This is an optimization exercise on Yosys and OpenROAD, whose aim is small area, a short achievable clock period and few clock cycles per item, not a production implementation.
Where RTL was checked, it was by simulation tests only, not by an equivalence proof against the original.

==> build 96 <==
==> flow/design.v (excerpt) <==
module md_lr_top (
  input  logic                         clk,
  input  logic                         rst,
  output logic                         pready,
  input  logic                         pvalid,
  input  logic [md_lr_pkg::PADDRW-1:0] paddr,
  input  md_lr_pkg::particle_t         pwdata,
  input  logic                         plast,
  input  logic                         fready,
  output logic                         fvalid,
  output logic [md_lr_pkg::PADDRW-1:0] faddr,
  output logic                         flast,
  output md_lr_pkg::force_t            fdata
);
  localparam int NP = md_lr_pkg::MAXNUMP;
  localparam int AW = md_lr_pkg::PADDRW;
  localparam int QW = md_lr_pkg::QW;
  localparam int CW = 3 * md_lr_pkg::GADDRW;       
  localparam int PW = CW + QW;
  logic [PW-1:0] lb [NP];
  logic [AW-1:0] wp;                    
  logic [AW-1:0] rb;                    
  logic [AW:0]   used;                  
  logic [1:0]    dcnt;                  
  logic [AW-1:0] d0_b, d0_n, d1_b, d1_n;  
  logic [CW-1:0] cb_c [NP];             
  logic [QW-1:0] cb_q [NP];             
  logic [NP-1:0] cb_m;                  
  logic          q_pend;                
  logic [AW-1:0] q_n;                   
  logic          cb_valid;              
  logic [AW-1:0] cb_n;
  logic [AW-1:0] idx;                   
  logic [AW-1:0] sp;                    
  logic [CW-1:0] pos;                   
  logic          s1_v, s1_l;
  logic [AW-1:0] s1_a;
  logic [NP*9-1:0] s1_cls;
  logic          s2_v, s2_l;
  logic [AW-1:0] s2_a;
  logic          k_v, k_l;              
  logic [AW-1:0] k_a;
  logic [13:0]   k_x, k_y, k_z;
  logic          accept, f_free, s2_adv, s1_adv, issue, idx_last;
  logic          copy_c, copy_q, done;
  logic [AW:0]   used_nxt;
  ...
==> module md_lr_top, before the edit <==
module md_lr_top (
  input  logic                         clk,
  input  logic                         rst,
  output logic                         pready,
  input  logic                         pvalid,
  input  logic [md_lr_pkg::PADDRW-1:0] paddr,
  input  md_lr_pkg::particle_t         pwdata,
  input  logic                         plast,
  input  logic                         fready,
  output logic                         fvalid,
  output logic [md_lr_pkg::PADDRW-1:0] faddr,
  output logic                         flast,
  output md_lr_pkg::force_t            fdata
);
  localparam int NP = md_lr_pkg::MAXNUMP;
  localparam int AW = md_lr_pkg::PADDRW;
  localparam int QW = md_lr_pkg::QW;
  localparam int CW = 3 * md_lr_pkg::GADDRW;       
  localparam int PW = CW + QW;
  logic [PW-1:0] lb [NP];
  logic [AW-1:0] wp;                    
  logic [AW-1:0] rb;                    
  logic [AW:0]   used;                  
  logic [1:0]    dcnt;                  
  logic [AW-1:0] d0_b, d0_n, d1_b, d1_n;  
  logic [CW-1:0] cb_c [NP];             
  logic [QW-1:0] cb_q [NP];             
  logic [NP-1:0] cb_m;                  
  logic          q_pend;                
  logic [AW-1:0] q_n;                   
  logic          cb_valid;              
  logic [AW-1:0] cb_n;
  logic [AW-1:0] idx;                   
  logic [AW-1:0] sp;                    
  logic [CW-1:0] pos;                   
  logic          s1_v, s1_l;
  logic [AW-1:0] s1_a;
  logic [NP*9-1:0] s1_cls;
  logic          s2_v, s2_l;
  logic [AW-1:0] s2_a;
  logic          k_v, k_l;              
  logic [AW-1:0] k_a;
  logic [13:0]   k_x, k_y, k_z;
  logic          accept, f_free, s2_adv, s1_adv, issue, idx_last;
  logic          copy_c, copy_q, done;
  logic [AW:0]   used_nxt;
  logic [1:0]    dcnt_nxt;
  logic [AW-1:0] fr_n;                  
  logic [NP-1:0] mask;                  
  assign accept   = pvalid & pready;
  assign f_free   = ~fvalid | fready;
  assign s2_adv   = ~s2_v | ~k_v;
  assign s1_adv   = ~s1_v | s2_adv;
  assign issue    = cb_valid & s1_adv;
  assign idx_last = (idx == cb_n);
  assign done     = accept & plast;     
  assign copy_c = (dcnt != 2'd0) & ~q_pend & (~cb_valid | (issue & idx_last));
  assign copy_q = (q_pend | (copy_c & ~issue)) & (~s1_v | s2_adv);
  assign fr_n   = q_pend ? q_n : d0_n;
  assign used_nxt = used + (AW+1)'(accept) - (copy_q ? (AW+1)'(fr_n) + 1'b1 : '0);
  assign dcnt_nxt = dcnt + 2'(done) - 2'(copy_c);
  for (genvar j = 0; j < NP; j++) begin : g_mask
    logic [AW-1:0] off;
    assign off     = AW'(j) - d0_b;
    assign mask[j] = (off <= d0_n);
  end
  always_ff @(posedge clk) begin
    if (rst) begin
      pready   <= 1'b1;
      wp       <= '0;
      rb       <= '0;
      used     <= '0;
      dcnt     <= '0;
      q_pend   <= 1'b0;
      cb_valid <= 1'b0;
      idx      <= '0;
      s1_v     <= 1'b0;
      s2_v     <= 1'b0;
      k_v      <= 1'b0;
      fvalid   <= 1'b0;
    end else begin
      pready   <= (used_nxt != (AW+1)'(NP)) & (dcnt_nxt != 2'd2);
      used     <= used_nxt;
      dcnt     <= dcnt_nxt;
      if (accept) begin
        wp <= wp + 1'b1;
      end
      if (done) begin
        rb <= wp + 1'b1;
      end
      q_pend   <= (q_pend | copy_c) & ~copy_q;
      cb_valid <= copy_c | (cb_valid & ~(issue & idx_last));
      if (issue) begin
        idx <= idx_last ? '0 : idx + 1'b1;
      end
      if (s1_adv) begin
        s1_v <= issue;
      end
      if (s2_adv) begin
        s2_v <= s1_v;
      end
      if (f_free) begin
        fvalid <= k_v | s2_v;
        k_v    <= 1'b0;
      end else if (!k_v) begin
        k_v    <= s2_v;
      end
    end
  end
  logic [CW-1:0] nxt;
  assign nxt = cb_c[sp + 1'b1];
  always_ff @(posedge clk) begin
    for (int j = 0; j < NP; j++) begin
      if (accept && wp == AW'(j)) begin
        lb[j] <= pwdata;
      end
    end
    if (done && (dcnt == 2'd0 || (dcnt == 2'd1 && copy_c))) begin
      d0_b <= rb;
      d0_n <= paddr;
    end else if (copy_c) begin
      d0_b <= d1_b;
      d0_n <= d1_n;
    end
    if (done) begin
      d1_b <= rb;
      d1_n <= paddr;
    end
    if (copy_c) begin
      for (int j = 0; j < NP; j++) begin
        cb_c[j] <= lb[j][PW-1:QW];
      end
      cb_m <= mask;
      cb_n <= d0_n;
      q_n  <= d0_n;
      sp   <= d0_b;
      pos  <= lb[d0_b][PW-1:QW];
    end else if (issue) begin
      sp  <= sp + 1'b1;
      pos <= nxt;
    end
    if (copy_q) begin
      for (int j = 0; j < NP; j++) begin
        cb_q[j] <= lb[j][QW-1:0];
      end
    end
  end
  logic [NP*CW-1:0] cells;
  logic [NP*QW-1:0] charges;
  logic [NP*9-1:0]  cls;
  logic [13:0]      fx, fy, fz;
  for (genvar j = 0; j < NP; j++) begin : g_slot
    assign cells[j*CW +: CW]   = cb_c[j];
    assign charges[j*QW +: QW] = cb_q[j];
  end
  force_class u_class (
    .cells (cells),
    .valid (cb_m),
    .pos   (pos),
    .cls   (cls)
  );
  force_gather u_gather (
    .clk     (clk),
    .en      (s2_adv),
    .cls     (s1_cls),
    .charges (charges),
    .fx      (fx),
    .fy      (fy),
    .fz      (fz)
  );
  always_ff @(posedge clk) begin
    if (s1_adv) begin
      s1_l   <= idx_last;
      s1_a   <= idx;
      s1_cls <= cls;
    end
    if (s2_adv) begin
      s2_l <= s1_l;
      s2_a <= s1_a;
    end
    if (f_free) begin
      flast    <= k_v ? k_l : s2_l;
      faddr    <= k_v ? k_a : s2_a;
      fdata.fx <= 18'(signed'(k_v ? k_x : fx));
      fdata.fy <= 18'(signed'(k_v ? k_y : fy));
      fdata.fz <= 18'(signed'(k_v ? k_z : fz));
    end else if (!k_v) begin
      k_l <= s2_l;
      k_a <= s2_a;
      k_x <= fx;
      k_y <= fy;
      k_z <= fz;
    end
  end
endmodule
==> flow/config.mk <==
export PLATFORM = sky130hd
export DESIGN_NAME = md_lr_top
export DESIGN_NICKNAME = md_lr_top
export VERILOG_FILES = /design/flow/design.v
export SDC_FILE = /design/flow/constraint.sdc
export NUM_CORES = 4
export LEC_CHECK = 0
export CAP_MARGIN = 20
export CORE_MARGIN = 2
export CORE_UTILIZATION = 40
export SLEW_MARGIN = 20
==> flow/constraint.sdc <==
create_clock -name core_clock -period 10.0 [get_ports {clk}]
set_input_delay 2.0000 -clock core_clock [delete_from_list [all_inputs] [get_ports {clk}]]
set_output_delay 2.0000 -clock core_clock [all_outputs]
set_load 0.01 [all_outputs]
run.sh (not shown) runs the stock make flow with config.mk's settings and CLKGATE_MAP_FILE= SYNTH_SCRIPT=/design/flow/synth_recipe.tcl, a recipe that flattens the netlist after the stock synthesis.
==> inputs of trial 45, as changes to build 96 <==
--- a/flow/design.v
+++ b/flow/design.v
@@ -1680,8 +1680,13 @@
   assign accept   = pvalid & pready;
   assign f_free   = ~fvalid | fready;
-  assign s2_adv   = ~s2_v | ~k_v;
-  assign s1_adv   = ~s1_v | s2_adv;
   assign issue    = cb_valid & s1_adv;
-  assign idx_last = (idx == cb_n);
+  logic          s1_v_n, s2_v_n, k_v_n, s2_adv_n;
+  logic [AW-1:0] idx_n, cb_n_n;
+  assign s1_v_n   = s1_adv ? issue : s1_v;
+  assign s2_v_n   = s2_adv ? s1_v : s2_v;
+  assign k_v_n    = ~f_free & (k_v | s2_v);
+  assign s2_adv_n = ~s2_v_n | ~k_v_n;
+  assign idx_n    = issue ? (idx_last ? '0 : idx + 1'b1) : idx;
+  assign cb_n_n   = copy_c ? d0_n : cb_n;
   assign done     = accept & plast;     
   assign copy_c = (dcnt != 2'd0) & ~q_pend & (~cb_valid | (issue & idx_last));
@@ -1708,4 +1713,6 @@
       s2_v     <= 1'b0;
       k_v      <= 1'b0;
+      s1_adv   <= 1'b1;
+      s2_adv   <= 1'b1;
       fvalid   <= 1'b0;
     end else begin
@@ -1721,13 +1728,9 @@
       q_pend   <= (q_pend | copy_c) & ~copy_q;
       cb_valid <= copy_c | (cb_valid & ~(issue & idx_last));
-      if (issue) begin
-        idx <= idx_last ? '0 : idx + 1'b1;
-      end
-      if (s1_adv) begin
-        s1_v <= issue;
-      end
-      if (s2_adv) begin
-        s2_v <= s1_v;
-      end
+      idx      <= idx_n;
+      s1_v     <= s1_v_n;
+      s2_v     <= s2_v_n;
+      s2_adv   <= s2_adv_n;
+      s1_adv   <= ~s1_v_n | s2_adv_n;
       if (f_free) begin
         fvalid <= k_v | s2_v;
@@ -1741,4 +1744,5 @@
   assign nxt = cb_c[sp + 1'b1];
   always_ff @(posedge clk) begin
+    idx_last <= (idx_n == cb_n_n);
     for (int j = 0; j < NP; j++) begin
       if (accept && wp == AW'(j)) begin
- ABC_AREA: not set -> 1
- CAP_MARGIN: 20 -> 50
- SLEW_MARGIN: 20 -> 70
==> notes <==
- Against build 96, the clock skew of trial 45 is higher by 0.0045 ns.
- Against trial 45, the non-clock buffer count of build 96 is lower by 64.
- Against trial 45, the register-to-register slack of build 96 is lower by 0.40 ns.
- Of build 96 and trial 45, trial 45 has the higher synthesized cell count (gap about 24%, measured against trial 45).
- Of build 96 and trial 45, trial 45 has the higher die area (gap about 1.4%, measured against trial 45).
Testbench counts of trial 45, summed over its fixed seeds: cycles 1,462, items 1,214.
Only the layout flow was run in build 96; the RTL was not checked for function there.

========
==> inputs of job 6975 <==
Another version of the RTL of md_lr_top (not shown whole).
export LEC_CHECK = 0
export ABC_AREA = 1
export CAP_MARGIN = 30
export CORE_MARGIN = 2
export CORE_UTILIZATION = 40
export SLEW_MARGIN = 50
create_clock -name core_clock -period 10.0 [get_ports {clk}]
standard.sh (not shown) runs the stock make flow with config.mk's settings and CLKGATE_MAP_FILE= SYNTH_SCRIPT=/design/flow/synth_recipe.tcl, a recipe that flattens the netlist after the stock synthesis.
==> flow/flow/run.sh <==
#!/bin/bash
# The standard layout (standard.sh), with one change: the buffers that the
# flow puts on every input and output port are buf_4 cells instead of the
# resizer's default pick, a slow delay buffer. Every port still gets its own
# buffer. All of standard.sh's output goes to standard.log here.
set -euo pipefail
export BUFFER_PORTS_ARGS="-buffer_cell sky130_fd_sc_hd__buf_4"
bash standard.sh > standard.log 2>&1
==> job 5757 (differences from job 6975) <==
--- a/flow/design.v
+++ b/flow/design.v
@@ -1642,168 +1642,139 @@
   output logic                         flast,
   output md_lr_pkg::force_t            fdata
 );
   localparam int NP = md_lr_pkg::MAXNUMP;
   localparam int AW = md_lr_pkg::PADDRW;
   localparam int QW = md_lr_pkg::QW;
   localparam int CW = 3 * md_lr_pkg::GADDRW;       
   localparam int PW = CW + QW;
+  localparam int BW = PW + AW + 1;                 
   logic [PW-1:0] lb [NP];
-  logic [AW-1:0] wp;                    
-  logic [AW-1:0] rb;                    
-  logic [AW:0]   used;                  
-  logic [1:0]    dcnt;                  
-  logic [AW-1:0] d0_b, d0_n, d1_b, d1_n, d2_b, d2_n;  
+  logic          lb_full;               
+  logic [AW-1:0] lb_n;                  
+  logic [BW-1:0] bq0, bq1;              
+  logic [1:0]    bq_cnt;
   logic [CW-1:0] cb_c [NP];             
   logic [QW-1:0] cb_q [NP];             
-  logic [NP-1:0] cb_m;                  
   logic          q_pend;                
-  logic [AW-1:0] q_n;                   
   logic          cb_valid;              
   logic [AW-1:0] cb_n;
   logic [AW-1:0] idx;                   
-  logic [AW-1:0] sp;                    
   logic [CW-1:0] pos;                   
   logic          s1_v, s1_l;
   logic [AW-1:0] s1_a;
   logic [NP*9-1:0] s1_cls;
   logic          s2_v, s2_l;
   logic [AW-1:0] s2_a;
   logic          k_v, k_l;              
   logic [AW-1:0] k_a;
   logic [13:0]   k_x, k_y, k_z;
   logic          accept, f_free, s2_adv, s1_adv, issue, idx_last;
-  logic          copy_c, copy_q, done;
-  logic [AW:0]   used_nxt;
-  logic [1:0]    dcnt_nxt;
-  logic [AW-1:0] fr_n;                  
-  logic [NP-1:0] mask;                  
+  logic          copy_c, copy_q, lb_can;
+  logic          push, pop, wr_en, wr_l;
+  logic [AW-1:0] wr_a;
+  logic [PW-1:0] wr_d;
+  logic [1:0]    bq_nxt;
   assign accept   = pvalid & pready;
   assign f_free   = ~fvalid | fready;
+  assign s2_adv   = ~s2_v | ~k_v;
+  assign s1_adv   = ~s1_v | s2_adv;
   assign issue    = cb_valid & s1_adv;
-  logic          s1_v_n, s2_v_n, k_v_n, s2_adv_n;
-  logic [AW-1:0] idx_n, cb_n_n;
-  assign s1_v_n   = s1_adv ? issue : s1_v;
-  assign s2_v_n   = s2_adv ? s1_v : s2_v;
-  assign k_v_n    = ~f_free & (k_v | s2_v);
-  assign s2_adv_n = ~s2_v_n | ~k_v_n;
-  assign idx_n    = issue ? (idx_last ? '0 : idx + 1'b1) : idx;
-  assign cb_n_n   = copy_c ? d0_n : cb_n;
-  assign done     = accept & plast;     
-  assign copy_c = (dcnt != 2'd0) & ~q_pend & (~cb_valid | (issue & idx_last));
+  assign idx_last = (idx == cb_n);
+  assign copy_c = lb_full & ~q_pend & (~cb_valid | (issue & idx_last));
   assign copy_q = (q_pend | (copy_c & ~issue)) & (~s1_v | s2_adv);
-  assign fr_n   = q_pend ? q_n : d0_n;
-  assign used_nxt = used + (AW+1)'(accept) - (copy_q ? (AW+1)'(fr_n) + 1'b1 : '0);
-  assign dcnt_nxt = dcnt + 2'(done) - 2'(copy_c);
-  logic          cb_valid_n, q_pend_n, issue_n, idx_last_n, copy_c_n, copy_q_n;
-  assign cb_valid_n = copy_c | (cb_valid & ~(issue & idx_last));
-  assign q_pend_n   = (q_pend | copy_c) & ~copy_q;
-  assign issue_n    = cb_valid_n & (~s1_v_n | s2_adv_n);
-  assign idx_last_n = (idx_n == cb_n_n);
-  assign copy_c_n   = (dcnt_nxt != 2'd0) & ~q_pend_n & (~cb_valid_n | (issue_n & idx_last_n));
-  assign copy_q_n   = (q_pend_n | (copy_c_n & ~issue_n)) & (~s1_v_n | s2_adv_n);
-  for (genvar j = 0; j < NP; j++) begin : g_mask
-    logic [AW-1:0] off;
-    assign off     = AW'(j) - d0_b;
-    assign mask[j] = (off <= d0_n);
-  end
+  assign lb_can = ~lb_full | copy_q;
+  assign push   = accept & ~((bq_cnt == 2'd0) & lb_can);
+  assign pop    = (bq_cnt != 2'd0) & lb_can;
+  assign wr_en  = pop | (accept & ~push);
+  assign {wr_l, wr_a, wr_d} = pop ? bq0 : {plast, paddr, pwdata};
+  assign bq_nxt = bq_cnt + 2'(push) - 2'(pop);
   always_ff @(posedge clk) begin
     if (rst) begin
       pready   <= 1'b1;
-      wp       <= '0;
-      rb       <= '0;
-      used     <= '0;
-      dcnt     <= '0;
+      bq_cnt   <= '0;
+      lb_full  <= 1'b0;
       q_pend   <= 1'b0;
       cb_valid <= 1'b0;
       idx      <= '0;
       s1_v     <= 1'b0;
       s2_v     <= 1'b0;
       k_v      <= 1'b0;
-      s1_adv   <= 1'b1;
-      s2_adv   <= 1'b1;
       fvalid   <= 1'b0;
     end else begin
-      pready   <= (used_nxt != (AW+1)'(NP)) & (dcnt_nxt != 2'd3);
-      used     <= used_nxt;
-      dcnt     <= dcnt_nxt;
-      if (accept) begin
-        wp <= wp + 1'b1;
-      end
-      if (done) begin
-        rb <= wp + 1'b1;
-      end
-      q_pend   <= q_pend_n;
-      cb_valid <= cb_valid_n;
-      idx      <= idx_n;
-      s1_v     <= s1_v_n;
-      s2_v     <= s2_v_n;
-      s2_adv   <= s2_adv_n;
-      s1_adv   <= ~s1_v_n | s2_adv_n;
+      pready   <= (bq_nxt != 2'd2);
+      bq_cnt   <= bq_nxt;
+      lb_full  <= (lb_full & ~copy_q) | (wr_en & wr_l);
+      q_pend   <= (q_pend | copy_c) & ~copy_q;
+      cb_valid <= copy_c | (cb_valid & ~(issue & idx_last));
+      if (issue) begin
+        idx <= idx_last ? '0 : idx + 1'b1;
+      end
+      if (s1_adv) begin
+        s1_v <= issue;
+      end
+      if (s2_adv) begin
+        s2_v <= s1_v;
+      end
       if (f_free) begin
         fvalid <= k_v | s2_v;
         k_v    <= 1'b0;
       end else if (!k_v) begin
         k_v    <= s2_v;
       end
     end
   end
   logic [CW-1:0] nxt;
-  assign nxt = cb_c[sp + 1'b1];
+  assign nxt = cb_c[idx + 1'b1];
   always_ff @(posedge clk) begin
-    idx_last <= idx_last_n;
+    if (pop) begin
+      bq0 <= (bq_cnt == 2'd2) ? bq1 : {plast, paddr, pwdata};
+    end else if (push && bq_cnt == 2'd0) begin
+      bq0 <= {plast, paddr, pwdata};
+    end
+    if (push && (bq_cnt - 2'(pop)) == 2'd1) begin
+      bq1 <= {plast, paddr, pwdata};
+    end
+    if (wr_en & wr_l) begin
+      lb_n <= wr_a;
+    end
     for (int j = 0; j < NP; j++) begin
-      if (accept && wp == AW'(j)) begin
-        lb[j] <= pwdata;
+      if (wr_en && wr_a == AW'(j)) begin
+        lb[j] <= wr_d;
       end
     end
     if (copy_c) begin
-      d0_b <= d1_b;
-      d0_n <= d1_n;
-      d1_b <= d2_b;
-      d1_n <= d2_n;
-    end
-    if (done) begin
-      case (dcnt - 2'(copy_c))
-        2'd0:    begin d0_b <= rb; d0_n <= paddr; end
-        2'd1:    begin d1_b <= rb; d1_n <= paddr; end
-        default: begin d2_b <= rb; d2_n <= paddr; end
-      endcase
-    end
-    if (copy_c) begin
       for (int j = 0; j < NP; j++) begin
         cb_c[j] <= lb[j][PW-1:QW];
       end
-      cb_m <= mask;
-      cb_n <= d0_n;
-      q_n  <= d0_n;
-      sp   <= d0_b;
-      pos  <= lb[d0_b][PW-1:QW];
+      cb_n <= lb_n;
+      pos  <= lb[0][PW-1:QW];
     end else if (issue) begin
-      sp  <= sp + 1'b1;
       pos <= nxt;
     end
     if (copy_q) begin
       for (int j = 0; j < NP; j++) begin
         cb_q[j] <= lb[j][QW-1:0];
       end
     end
   end
   logic [NP*CW-1:0] cells;
   logic [NP*QW-1:0] charges;
+  logic [NP-1:0]    valid;
   logic [NP*9-1:0]  cls;
   logic [13:0]      fx, fy, fz;
   for (genvar j = 0; j < NP; j++) begin : g_slot
     assign cells[j*CW +: CW]   = cb_c[j];
     assign charges[j*QW +: QW] = cb_q[j];
+    assign valid[j]            = (AW'(j) <= cb_n);
   end
   force_class u_class (
     .cells (cells),
-    .valid (cb_m),
+    .valid (valid),
     .pos   (pos),
     .cls   (cls)
   );
   force_gather u_gather (
     .clk     (clk),
     .en      (s2_adv),
     .cls     (s1_cls),
     .charges (charges),
==> flow/run.sh (new file) <==
#!/bin/bash
# synth_recipe.tcl (not shown) runs the flow's synth.tcl, then flattens the netlist and writes it again
# the make line also repeats each setting of config.mk as NAME=value (left out here)
make -C /OpenROAD-flow-scripts/flow DESIGN_CONFIG=/design/flow/config.mk WORK_HOME=/design/flow/orfs CLKGATE_MAP_FILE= SYNTH_SCRIPT=/design/flow/synth_recipe.tcl finish
==> flow/config.mk (replaced) <==
export PLATFORM = sky130hd
export DESIGN_NAME = md_lr_top
export DESIGN_NICKNAME = md_lr_top
export VERILOG_FILES = /design/flow/design.v
export SDC_FILE = /design/flow/constraint.sdc
export NUM_CORES = 4
export LEC_CHECK = 0
export CAP_MARGIN = 20
export CORE_MARGIN = 2
export CORE_UTILIZATION = 40
export SLEW_MARGIN = 20
removed: flow/flow/run.sh
removed: flow/standard.sh
==> job 3984 (differences from job 6975) <==
==> flow/run.sh (new file) <==
#!/bin/bash
# synth_recipe.tcl (not shown) runs the flow's synth.tcl, then flattens the netlist and writes it again
# the make line also repeats each setting of config.mk as NAME=value (left out here)
make -C /OpenROAD-flow-scripts/flow DESIGN_CONFIG=/design/flow/config.mk WORK_HOME=/design/flow/orfs CLKGATE_MAP_FILE= SYNTH_SCRIPT=/design/flow/synth_recipe.tcl finish
==> flow/config.mk (replaced) <==
export PLATFORM = sky130hd
export DESIGN_NAME = md_lr_top
export DESIGN_NICKNAME = md_lr_top
export VERILOG_FILES = /design/flow/design.v
export SDC_FILE = /design/flow/constraint.sdc
export NUM_CORES = 4
export LEC_CHECK = 0
export ABC_AREA = 1
export CAP_MARGIN = 50
export CORE_MARGIN = 2
export CORE_UTILIZATION = 40
export SLEW_MARGIN = 70
removed: flow/flow/run.sh
removed: flow/standard.sh
==> job 9009 (differences from job 6975) <==
--- a/flow/design.v
+++ b/flow/design.v
@@ -1718,17 +1718,17 @@
       idx      <= '0;
       s1_v     <= 1'b0;
       s2_v     <= 1'b0;
       k_v      <= 1'b0;
       s1_adv   <= 1'b1;
       s2_adv   <= 1'b1;
       fvalid   <= 1'b0;
     end else begin
-      pready   <= (used_nxt != (AW+1)'(NP)) & (dcnt_nxt != 2'd3);
+      pready   <= ((used_nxt != (AW+1)'(NP)) | copy_q_n) & ((dcnt_nxt != 2'd3) | copy_c_n);
       used     <= used_nxt;
       dcnt     <= dcnt_nxt;
       if (accept) begin
         wp <= wp + 1'b1;
       end
       if (done) begin
         rb <= wp + 1'b1;
       end
==> flow/run.sh (new file) <==
#!/bin/bash
# synth_recipe.tcl (not shown) runs the flow's synth.tcl, then flattens the netlist and writes it again
# the make line also repeats each setting of config.mk as NAME=value (left out here)
make -C /OpenROAD-flow-scripts/flow DESIGN_CONFIG=/design/flow/config.mk WORK_HOME=/design/flow/orfs CLKGATE_MAP_FILE= SYNTH_SCRIPT=/design/flow/synth_recipe.tcl finish
==> flow/config.mk (replaced) <==
export PLATFORM = sky130hd
export DESIGN_NAME = md_lr_top
export DESIGN_NICKNAME = md_lr_top
export VERILOG_FILES = /design/flow/design.v
export SDC_FILE = /design/flow/constraint.sdc
export NUM_CORES = 4
export LEC_CHECK = 0
export ABC_AREA = 1
export CAP_MARGIN = 50
export CORE_MARGIN = 2
export CORE_UTILIZATION = 40
export SLEW_MARGIN = 70
removed: flow/flow/run.sh
removed: flow/standard.sh
==> comparison <==
Global-route usage: job 5757 < job 9009 < job 3984 < job 6975.
Sequential share of layout area, highest first: job 5757, job 6975, job 9009, job 3984.
Clock skew: job 3984 > job 6975 > job 9009 > job 5757.
Of job 3984 and job 5757, job 3984 has the higher critical path depth (gap 3).
Die area is about the same in job 6975 and job 9009.
Non-clock buffer count, highest first: job 3984, job 9009, job 5757, job 6975.
==> figures <==
quantity	job 3984	job 9009	job 6975	job 5757
Sequential cell area in the final layout	27,400 um^2	27,400 um^2	27,400 um^2	27,200 um^2
Setup slack of the critical path after layout	6.15 ns	6.07 ns	6.15 ns	5.57 ns
Area of the die	144,000 um^2	144,000 um^2	144,000 um^2	140,000 um^2
Highest Clock Rate	0.260 GHz	0.254 GHz	0.260 GHz	0.226 GHz
Worst-case hold slack	0.408 ns	0.402 ns	0.396 ns	0.383 ns
Compound-Gate Fraction of Synth Area	0.0776	0.0793	0.0776	0.0677
Post-synthesis area per instance	10.3 um^2	10.3 um^2	10.3 um^2	13.1 um^2
Area of the mapped netlist	56,200 um^2	56,200 um^2	56,200 um^2	54,800 um^2
Register fraction of the total cell area	0.430	0.432	0.438	0.447
Beginning of the worst register-to-register path	s1_cls[115]	s1_cls[125]	s1_cls[102]	s1_cls[132]
Fraction of cell area in non-clock buffers	0.0305	0.0286	0.0160	0.0218
Final instance area	63,800 um^2	63,600 um^2	62,700 um^2	60,700 um^2
Status	complete, no violations	complete, no violations	complete, no violations	complete, no violations
Seq_cells	930	930	930	909
Testbench counts of job 6975, summed over its fixed seeds: cycles 1,436, items 1,214.
Testbench counts of job 5757, summed over its fixed seeds: cycles 1,555, items 1,214.
Testbench counts of job 3984, summed over its fixed seeds: cycles 1,436, items 1,214.
Testbench counts of job 9009, summed over its fixed seeds: cycles 1,402, items 1,214.

[what the ideal ports hide]
The flow's constraints put no driver on any port. The routed layouts listed below were extracted and timed again, unchanged, in two steps.
Step 1: set_driving_cell puts a clkbuf_16 on clk and a buf_2 on each other input, an assumption about the parent block.
Step 2 also shifts input and output timing later by t, the mid clock arrival at the registers, as if the neighbouring blocks saw the same clock.
Slacks: ideal ports / drivers / drivers and shift; pairs: ideal ports / drivers.
run	shift t [ns]	slack for setup (ns)	latest minus earliest clock arrival (ns)	worst register clock-pin slew, ns
build 96	0.784	5.623 / 5.623 / 5.249	0.055 / 0.055	0.08 / 0.08
trial 45	0.801	6.028 / 6.028 / 5.618	0.058 / 0.058	0.08 / 0.08
job 6975	0.808	6.155 / 6.155 / 5.932	0.065 / 0.065	0.08 / 0.08
job 5757	0.794	5.573 / 5.573 / 5.407	0.051 / 0.051	0.07 / 0.07
job 3984	0.807	6.147 / 6.147 / 5.553	0.107 / 0.106	0.07 / 0.07
job 9009	0.799	6.068 / 6.068 / 5.437	0.058 / 0.058	0.06 / 0.06
After both steps every run listed still meets setup and hold. For job 9009, which loses most, drivers alone change the setup slack by 0.000 ns; drivers and shift together by -0.631 ns.
